What follows belongs to an exercise in optimizing a design on an open flow for small area, a short achievable clock period and few clock cycles per item; a production flow would make more cautious choices. The RTL was checked by simulation tests, not by an equivalence proof against the original design.

$ cat flow/design.v
package ntt_pkg;
    localparam int RING_SIZE  = 16;
    localparam int RING_DEPTH = 4;
    localparam int HALF_SIZE  = RING_SIZE / 2;
    localparam int DATA_W    = 14;
    localparam int ADDR_W    = $clog2(RING_SIZE);
    localparam int TW_ADDR_W = $clog2(HALF_SIZE);
    localparam logic [DATA_W-1:0] Q = 14'd12289;
    localparam int BARRETT_K = 2 * DATA_W;
    localparam logic [DATA_W:0] BARRETT_M = (DATA_W+1)'((64'd1 << BARRETT_K) / Q);
    localparam int MULT_DELAY = 3;
    localparam int BFLY_DELAY = 1 + MULT_DELAY;
    localparam int PIPE_DELAY = 1 + BFLY_DELAY;
    typedef logic [DATA_W-1:0]    coef_t;
    typedef logic [ADDR_W-1:0]    addr_t;
    typedef logic [TW_ADDR_W-1:0] tw_addr_t;
    typedef enum logic [2:0] {
        IDLE,
        LOAD_TW,
        LOAD_DATA,
        COMPUTE,
        OUTPUT
    } core_state_t;
endpackage
`timescale 1ns/1ps
import ntt_pkg::*;
module coef_regfile (
    input  logic           clk,
    input  ntt_pkg::addr_t rd_addr_a,
    input  ntt_pkg::addr_t rd_addr_b,
    output ntt_pkg::coef_t rd_data_a,
    output ntt_pkg::coef_t rd_data_b,
    input  logic           wr_en_a,
    input  logic           wr_en_b,
    input  ntt_pkg::addr_t wr_addr_a,
    input  ntt_pkg::addr_t wr_addr_b,
    input  ntt_pkg::coef_t wr_data_a,
    input  ntt_pkg::coef_t wr_data_b
);
    ntt_pkg::coef_t mem [0:RING_SIZE-1];
    always_ff @(posedge clk) begin
        if (wr_en_a) begin
            mem[wr_addr_a] <= wr_data_a;
        end
        if (wr_en_b) begin
            mem[wr_addr_b] <= wr_data_b;
        end
        rd_data_a <= mem[rd_addr_a];
        rd_data_b <= mem[rd_addr_b];
    end
endmodule
`timescale 1ns/1ps
import ntt_pkg::*;
module twiddle_ram (
    input  logic              clk,
    input  logic              wr_en,
    input  ntt_pkg::tw_addr_t wr_addr,
    input  ntt_pkg::coef_t    wr_data,
    input  ntt_pkg::tw_addr_t rd_addr,
    output ntt_pkg::coef_t    rd_data
);
    ntt_pkg::coef_t mem [0:HALF_SIZE-1];
    always_ff @(posedge clk) begin
        if (wr_en) begin
            mem[wr_addr] <= wr_data;
        end
        rd_data <= mem[rd_addr];
    end
endmodule
`timescale 1ns/1ps
import ntt_pkg::*;
module mod_mult (
    input  logic           clk,
    input  logic           reset,
    input  ntt_pkg::coef_t a,
    input  ntt_pkg::coef_t b,
    output ntt_pkg::coef_t p
);
    logic [2*DATA_W-1:0] prod_s1;
    logic [2*DATA_W-1:0] prod_s2;
    logic [DATA_W:0]     quot_s2;
    logic [3*DATA_W:0]   prod_m;
    logic [DATA_W:0]     quot_est;
    logic [DATA_W:0]     rem;
    always_comb begin
        prod_m   = prod_s1 * BARRETT_M;
        quot_est = (DATA_W+1)'(prod_m >> BARRETT_K);
        rem      = (DATA_W+1)'(prod_s2 - quot_s2 * Q);
    end
    always_ff @(posedge clk or posedge reset) begin
        if (reset) begin
            prod_s1 <= '0;
            prod_s2 <= '0;
            quot_s2 <= '0;
            p       <= '0;
        end else begin
            prod_s1 <= a * b;
            prod_s2 <= prod_s1;
            quot_s2 <= quot_est;
            if (rem >= {1'b0, Q}) begin
                p <= ntt_pkg::coef_t'(rem - {1'b0, Q});
            end else begin
                p <= ntt_pkg::coef_t'(rem);
            end
        end
    end
endmodule
`timescale 1ns/1ps
import ntt_pkg::*;
module butterfly_unit (
    input  logic           clk,
    input  logic           reset,
    input  ntt_pkg::coef_t a,
    input  ntt_pkg::coef_t b,
    input  ntt_pkg::coef_t w,
    output ntt_pkg::coef_t sum,
    output ntt_pkg::coef_t diff
);
    logic [DATA_W:0] add_raw;
    ntt_pkg::coef_t           add_mod;
    ntt_pkg::coef_t           sub_mod;
    ntt_pkg::coef_t           sum_s1;
    ntt_pkg::coef_t           diff_s1;
    ntt_pkg::coef_t           w_s1;
    ntt_pkg::coef_t           sum_dly [0:MULT_DELAY-1];
    always_comb begin
        add_raw = {1'b0, a} + {1'b0, b};
        add_mod = (add_raw >= {1'b0, Q}) ? ntt_pkg::coef_t'(add_raw - {1'b0, Q}) : ntt_pkg::coef_t'(add_raw);
        sub_mod = (a >= b) ? ntt_pkg::coef_t'(a - b) : ntt_pkg::coef_t'(a + Q - b);
    end
    always_ff @(posedge clk or posedge reset) begin
        if (reset) begin
            sum_s1  <= '0;
            diff_s1 <= '0;
            w_s1    <= '0;
            for (int i = 0; i < MULT_DELAY; i++) begin
                sum_dly[i] <= '0;
            end
        end else begin
            sum_s1  <= add_mod;
            diff_s1 <= sub_mod;
            w_s1    <= w;
            sum_dly[0] <= sum_s1;
            for (int i = 1; i < MULT_DELAY; i++) begin
                sum_dly[i] <= sum_dly[i-1];
            end
        end
    end
    mod_mult mult_i (
        .clk  (clk),
        .reset(reset),
        .a    (diff_s1),
        .b    (w_s1),
        .p    (diff)
    );
    assign sum = sum_dly[MULT_DELAY-1];
endmodule
`timescale 1ns/1ps
import ntt_pkg::*;
module addr_gen (
    input  logic        clk,
    input  logic        reset,
    input  logic        start,
    output ntt_pkg::addr_t    rd_addr_a,
    output ntt_pkg::addr_t    rd_addr_b,
    output ntt_pkg::tw_addr_t tw_addr,
    output ntt_pkg::addr_t    wr_addr_a,
    output ntt_pkg::addr_t    wr_addr_b,
    output logic              wr_en,
    output logic              finished
);
    logic                          active;
    logic                          issuing;
    logic                          finished_q;
    logic [$clog2(RING_DEPTH)-1:0] stage;
    logic [TW_ADDR_W-1:0]          bfly;
    logic [$clog2(PIPE_DELAY)-1:0] drain;
    ntt_pkg::addr_t                         half;
    ntt_pkg::addr_t                         mask;
    ntt_pkg::addr_t                         j_ext;
    ntt_pkg::addr_t                         a_addr;
    ntt_pkg::addr_t                         b_addr;
    ntt_pkg::tw_addr_t                      tw;
    logic [PIPE_DELAY-1:0]         wb_valid;
    ntt_pkg::addr_t                         wb_addr_a [0:PIPE_DELAY-1];
    ntt_pkg::addr_t                         wb_addr_b [0:PIPE_DELAY-1];
    always_comb begin
        half   = ntt_pkg::addr_t'(HALF_SIZE >> stage);
        mask   = half - 1'b1;
        j_ext  = ntt_pkg::addr_t'(bfly);
        a_addr = ((j_ext & ~mask) << 1) | (j_ext & mask);
        b_addr = a_addr | half;
        tw     = ntt_pkg::tw_addr_t'((j_ext & mask) << stage);
    end
    always_ff @(posedge clk or posedge reset) begin
        if (reset) begin
            active     <= 1'b0;
            issuing    <= 1'b0;
            finished_q <= 1'b0;
            stage      <= '0;
            bfly       <= '0;
            drain      <= '0;
        end else begin
            finished_q <= 1'b0;
            if (!active) begin
                if (start) begin
                    active  <= 1'b1;
                    issuing <= 1'b1;
                    stage   <= '0;
                    bfly    <= '0;
                end
            end else if (issuing) begin
                bfly <= bfly + 1'b1;
                if (bfly == ntt_pkg::tw_addr_t'(HALF_SIZE - 1)) begin
                    issuing <= 1'b0;
                    drain   <= '0;
                end
            end else begin
                drain <= drain + 1'b1;
                if (drain == ($clog2(PIPE_DELAY))'(PIPE_DELAY - 1)) begin
                    if (stage == ($clog2(RING_DEPTH))'(RING_DEPTH - 1)) begin
                        active     <= 1'b0;
                        finished_q <= 1'b1;
                    end else begin
                        stage   <= stage + 1'b1;
                        issuing <= 1'b1;
                        bfly    <= '0;
                    end
                end
            end
        end
    end
    always_ff @(posedge clk or posedge reset) begin
        if (reset) begin
            wb_valid <= '0;
        end else begin
            wb_valid <= {wb_valid[PIPE_DELAY-2:0], issuing};
        end
    end
    always_ff @(posedge clk) begin
        wb_addr_a[0] <= a_addr;
        wb_addr_b[0] <= b_addr;
        for (int i = 1; i < PIPE_DELAY; i++) begin
            wb_addr_a[i] <= wb_addr_a[i-1];
            wb_addr_b[i] <= wb_addr_b[i-1];
        end
    end
    assign rd_addr_a = issuing ? a_addr : '0;
    assign rd_addr_b = issuing ? b_addr : '0;
    assign tw_addr   = issuing ? tw : '0;
    assign wr_addr_a = wb_addr_a[PIPE_DELAY-1];
    assign wr_addr_b = wb_addr_b[PIPE_DELAY-1];
    assign wr_en     = wb_valid[PIPE_DELAY-1];
    assign finished  = finished_q;
endmodule
`timescale 1ns/1ps
import ntt_pkg::*;
module ntt_core (
    input  logic           clk,
    input  logic           reset,
    input  logic           load_w,
    input  logic           load_data,
    input  logic           start,
    input  ntt_pkg::coef_t din,
    output logic           done,
    output ntt_pkg::coef_t dout
);
    ntt_pkg::core_state_t state;
    ntt_pkg::addr_t       seq;
    logic        start_ok;
    logic        out_rd_q;
    ntt_pkg::addr_t       rf_rd_addr_a;
    ntt_pkg::coef_t       rf_rd_data_a;
    ntt_pkg::coef_t       rf_rd_data_b;
    logic        rf_wr_en_a;
    logic        rf_wr_en_b;
    ntt_pkg::addr_t       rf_wr_addr_a;
    ntt_pkg::coef_t       rf_wr_data_a;
    ntt_pkg::coef_t       tw_rd_data;
    ntt_pkg::coef_t       bf_sum;
    ntt_pkg::coef_t       bf_diff;
    ntt_pkg::addr_t    sched_rd_addr_a;
    ntt_pkg::addr_t    sched_rd_addr_b;
    ntt_pkg::tw_addr_t sched_tw_addr;
    ntt_pkg::addr_t    sched_wr_addr_a;
    ntt_pkg::addr_t    sched_wr_addr_b;
    logic              sched_wr_en;
    logic              sched_finished;
    assign start_ok = (state == IDLE) && start && !load_w && !load_data;
    always_ff @(posedge clk or posedge reset) begin
        if (reset) begin
            state <= IDLE;
            seq   <= '0;
        end else begin
            case (state)
                IDLE: begin
                    seq <= '0;
                    if (load_w) begin
                        state <= LOAD_TW;
                    end else if (load_data) begin
                        state <= LOAD_DATA;
                    end else if (start) begin
                        state <= COMPUTE;
                    end
                end
                LOAD_TW: begin
                    seq <= seq + 1'b1;
                    if (seq == ntt_pkg::addr_t'(HALF_SIZE - 1)) begin
                        state <= IDLE;
                        seq   <= '0;
                    end
                end
                LOAD_DATA: begin
                    seq <= seq + 1'b1;
                    if (seq == ntt_pkg::addr_t'(RING_SIZE - 1)) begin
                        state <= IDLE;
                        seq   <= '0;
                    end
                end
                COMPUTE: begin
                    if (sched_finished) begin
                        state <= OUTPUT;
                        seq   <= ntt_pkg::addr_t'(1);
                    end
                end
                OUTPUT: begin
                    seq <= seq + 1'b1;
                    if (seq == ntt_pkg::addr_t'(RING_SIZE - 1)) begin
                        state <= IDLE;
                        seq   <= '0;
                    end
                end
                default: begin
                    state <= IDLE;
                    seq   <= '0;
                end
            endcase
        end
    end
    assign rf_rd_addr_a = (state == OUTPUT) ? seq : sched_rd_addr_a;
    assign rf_wr_en_a   = (state == LOAD_DATA) || ((state == COMPUTE) && sched_wr_en);
    assign rf_wr_en_b   = (state == COMPUTE) && sched_wr_en;
    assign rf_wr_addr_a = (state == LOAD_DATA) ? seq : sched_wr_addr_a;
    assign rf_wr_data_a = (state == LOAD_DATA) ? din : bf_sum;
    always_ff @(posedge clk or posedge reset) begin
        if (reset) begin
            done     <= 1'b0;
            dout     <= '0;
            out_rd_q <= 1'b0;
        end else begin
            done     <= (state == COMPUTE) && sched_finished;
            out_rd_q <= ((state == COMPUTE) && sched_finished) || (state == OUTPUT);
            dout     <= out_rd_q ? rf_rd_data_a : '0;
        end
    end
    addr_gen ag_i (
        .clk  (clk),
        .reset(reset),
        .start(start_ok),
        .rd_addr_a(sched_rd_addr_a),
        .rd_addr_b(sched_rd_addr_b),
        .tw_addr  (sched_tw_addr),
        .wr_addr_a(sched_wr_addr_a),
        .wr_addr_b(sched_wr_addr_b),
        .wr_en    (sched_wr_en),
        .finished (sched_finished)
    );
    coef_regfile rf_i (
        .clk      (clk),
        .rd_addr_a(rf_rd_addr_a),
        .rd_addr_b(sched_rd_addr_b),
        .rd_data_a(rf_rd_data_a),
        .rd_data_b(rf_rd_data_b),
        .wr_en_a  (rf_wr_en_a),
        .wr_en_b  (rf_wr_en_b),
        .wr_addr_a(rf_wr_addr_a),
        .wr_addr_b(sched_wr_addr_b),
        .wr_data_a(rf_wr_data_a),
        .wr_data_b(bf_diff)
    );
    twiddle_ram tw_i (
        .clk    (clk),
        .wr_en  (state == LOAD_TW),
        .wr_addr(seq[TW_ADDR_W-1:0]),
        .wr_data(din),
        .rd_addr(sched_tw_addr),
        .rd_data(tw_rd_data)
    );
    butterfly_unit bf_i (
        .clk  (clk),
        .reset(reset),
        .a    (rf_rd_data_a),
        .b    (rf_rd_data_b),
        .w    (tw_rd_data),
        .sum  (bf_sum),
        .diff (bf_diff)
    );
endmodule
$ cat flow/run.sh
#!/bin/bash
# synth_recipe.tcl (not shown) runs the flow's synth.tcl, then flattens the netlist and writes it again
# the make line also repeats each setting of config.mk as NAME=value (left out here)
make -C /OpenROAD-flow-scripts/flow DESIGN_CONFIG=/design/flow/config.mk WORK_HOME=/design/flow/orfs CLKGATE_MAP_FILE= SYNTH_SCRIPT=/design/flow/synth_recipe.tcl finish
$ cat flow/config.mk
export PLATFORM = sky130hd
export DESIGN_NAME = ntt_core
export DESIGN_NICKNAME = ntt_core
export VERILOG_FILES = /design/flow/design.v
export SDC_FILE = /design/flow/constraint.sdc
export NUM_CORES = 4
export LEC_CHECK = 0
export CAP_MARGIN = 20
export CORE_MARGIN = 2
export CORE_UTILIZATION = 40
export SLEW_MARGIN = 20
$ cat flow/constraint.sdc
create_clock -name core_clock -period 7.0 [get_ports {clk}]
set_input_delay 1.4000 -clock core_clock [delete_from_list [all_inputs] [get_ports {clk}]]
set_output_delay 1.4000 -clock core_clock [all_outputs]
set_load 0.01 [all_outputs]
==> results.txt <==
-- layout by cell type, fill, tap and decap left out, types with 25 or more instances in the layout --
cell             count
inv_1              548
ha_1               390
edfxtp_1           336
nand2_1            335
a21oi_1            327
nor2_1             303
fa_1               297
dfrtp_1            195
and2_1             181
a211oi_1            95
mux4_2              84
dfxtp_1             82
xnor2_1             81
buf_4               77
clkbuf_16           76
a31oi_1             54
o21ai_0             49
xor2_1              36
a311oi_1            33
clkdlybuf4s50_1     33
a21o_1              30
nand3_1             25
-- per-stage QoR --
step           cell area, um^2  hold WS [ns]
4_1_cts                  46800         0.324
5_1_grt                  46800         0.318
3_5_place_dp             44500         0.312
6_report                 46800         0.321
2_1_floorplan            42500         0.310
3_3_place_gp             44500         0.310
-- cell type report --
type | instances | share of cell area (%)
clock inverter | 23 | 0.502
sequential | 613 | 35.5
antenna | 2 | 0.0107
timing repair buffer | 111 | 1.98
clock buffer | 104 | 4.55
inverter | 550 | 4.43
multi-input combinational | 2605 | 49.4
tap | 1391 | 3.72
-- sequential cells by signal (all words and copies together) (netlist names), 15 cells and up --
signal and flops:
ag_i.wb_addr_a 20, ag_i.wb_addr_b 20, bf_i.mult_i.prod_s1 28, bf_i.mult_i.prod_s2 15, bf_i.mult_i.quot_s2 15, bf_i.sum_dly 42
rf_i.mem 224, tw_i.mem 112
-- logic make-up after synthesis --
kind of cell	after synthesis	synth area share (%)
DFF	613	39.1
AOI/OAI and AO/OA	699	10.3
buffers and inverters	765	6.83
and+or+nand+nor	981	10.6
muxes	121	5.37
xor gates and xnor gates	117	2.41
adders and majority gates	687	25.5
-- path summary, 6_finish.rpt --
path / from / end / depth (start not counted)
max: bf_i.diff_s1[5] / bf_i.mult_i.prod_s1[26] / 22
min: ag_i.wb_addr_b[2][2] / ag_i.wb_addr_b[3][2] / 0
max reg2reg: bf_i.diff_s1[5] / bf_i.mult_i.prod_s1[26] / 22
min reg2reg: ag_i.wb_addr_b[2][2] / ag_i.wb_addr_b[3][2] / 0
max in group asynchronous: reset / bf_i.mult_i.quot_s2[5] / 3
min in group asynchronous: reset / ag_i.drain[0] / 2
-- Yosys cell counts, drive strengths merged, types with 3 or more instances --
library cell,instances
mux2,17
a21oi,329
o41ai,3
o21a,11
a22o,3
buf,41
nor3,26
dfxtp,82
nand2,339
and3,9
edfxtp,336
xor2,36
mux4,84
dfrtp,195
o21ai,67
a2111oi,4
nand2b,20
o31a,3
o311ai,4
inv,550
or2,9
a221oi,5
nand3b,3
o311a,4
o21bai,10
or3,11
nor4b,3
nand4,13
clkbuf,174
mux2i,20
ha,390
a31oi,55
nor2b,19
a311oi,34
nor2,305
and2,182
xnor2,81
a211oi,95
o31ai,10
fa,297
nor3b,7
nor4,3
nand3,27
a21o,30
o211ai,9
-- routing by layer --
metal  wire (um)  track usage (%)  part of all wire, %
met2       53000             35.0                   48
met5          13                0                0.012
met4        3640             6.76                  3.3
met1       48800             28.0                   44
met3        5880             2.92                  5.3
-- critical path: stages, from the launching register on --
cell and delay, ns:
dfrtp_1 0.59, and2_1 0.30, fa_1 0.53, inv_1 0.06
fa_1 0.54, inv_1 0.05, fa_1 0.49, fa_1 0.43
fa_1 0.50, inv_1 0.05, fa_1 0.47, inv_1 0.04
ha_1 0.32, and3_1 0.20, and3_1 0.18, a211oi_1 0.21
o21ai_0 0.26, a31oi_1 0.24, buf_4 0.16, o21ai_0 0.11
a31o_2 0.25, a21oi_1 0.16, xnor2_1 0.13
==> results.txt <==
detailed-route DRC error count: 0
core utilization of the finished layout: 44.4%
clock root cell: clkbuf_16
depth of the CTS H-tree: 3
Worst-path clk slew: 0.06 ns
result of the run: timing/DRC/antenna clean
share of flip-flops with an asynchronous set or reset after synthesis: 31.8%
combined flip-flop and latch cell area: 16600 um^2
Finished Layout Cells: 5399
Slew @ Worst Pin: 0.993 ns
GRT Resource Usage Total: 20.9%
setup TNS: 0 ns
fin nets: 4656
CTS Sinks: 613
number of pins with negative max-slew slack in the final report: 0
clock insertion delay at the later pin of the skew report: 0.64 ns
dominant register cell in the synthesized netlist: edfxtp_1
Resized cells post-CTS: 0
post-synth top area share: 23.7%
nets in the synthesized netlist: 4689
fillers: 9817
tightest slew margin relative to the limit: 33.8%
CTS tree: yes
placed cell count: 5270
maximum number of pins on one net before global-route repair: 119
count of vias placed by the detailed router: 28800
endpoint required time on the critical path: 7.53 ns
Final setup viols: 0
post-synthesis average cell area: 10.7 um^2
library cell with the largest summed area after synthesis: edfxtp_1
row cnt: 119
Final HPWL DP: 77600 um
number of iterations in the first detailed-routing pass: 16
total of max-cap violations: 0
register bit total from synthesis: 613
number of antenna violations at the first check in global routing: 2
wire length reported by the detailed router: 111000 um
ANT nets after route: 0
initial DRC count: 2299
core box area: 105000 um^2
path class of the lowest-slack min-delay path: flip-flop to flip-flop
Worst Setup End Kind: flip-flop
post-route setup slack: 0.655 ns
I/O pin cnt: 34
minimum clock period after layout: 6.35 ns
share of layout cells above drive strength 1: 8.34%
post-synthesis instance area: 42500 um^2
maximum number of buffers from clock root to sink: 3
post-route clock period utilization: 90.6%
post-CTS setup buffer count: 0
synthesis-to-finish area growth: 10.2%
area enclosed by the die boundary: 109000 um^2
gate count after technology mapping: 3983
Place WS: 0.686 ns
Setup Crit Path Kind: flip-flop to flip-flop
TritonCTS Buffers: 69
# hold bufs at CTS: 0
top cells by area in the synthesized netlist: edfxtp_1, fa_1, dfrtp_1
footprint of the multi-input gates: 23100 um^2
via density per instance: 5.33
floorplan die height: 330 um
Hold Vio Cnt, Final: 0
maximum fanout encountered on the critical timing path: 14
Critical Path Source Type: flip-flop
slack of the worst reg-to-reg path: 0.65 ns
number of buffer cells added on primary ports: 33
maximum clock frequency: 158 MHz
die extent in x: 330 um
DR WL/cell: 20.6 um
grt ovf: 0
initial standard-cell utilization of the core: 40.3%
vias in the first global route: 29400
yosys warns: 9
unrepaired setup endpoints after global routing: false
count of different cell masters after synthesis: 81
EDFF count, synth: 336
Final Skew: 0.0372 ns
share of the yosys chip area belonging to registers: 39.1%
first-pass GRT wire length: 173000 um
RD Place Congestion: 0.852
arrival time of the worst setup path: 6.88 ns
Testbench counts, summed over its fixed seeds: cycles 16,784, transforms 192.

==> static timing again, ports no longer ideal <==
How much do the figures lean on ideal ports? The routed layout below was timed once more, with nothing changed but the port constraints. Step 1, drivers: a clkbuf_16 drives clk and a buf_2 each remaining input, both assumed. Step 2 adds t to the input delays and takes it off the output delays; t is the mean of the earliest and latest rising clock arrival at the registers after step 1. Input paths then give back, and output paths get back, about the clock's delay inside the block. Three values: no drivers, after step 1, after step 2; two values: the first two.
t, ns: 0.681
setup WS [ns]: 0.655 / 0.655 / 0.655
worst hold slack (ns): 0.321 / 0.321 / 0.321
worst setup path at the end: register to register
cell pins on the clock port's net: 1
After both steps this run still meets setup and hold. For this run, drivers alone change the setup slack by 0.000 ns; drivers and shift together by 0.000 ns.
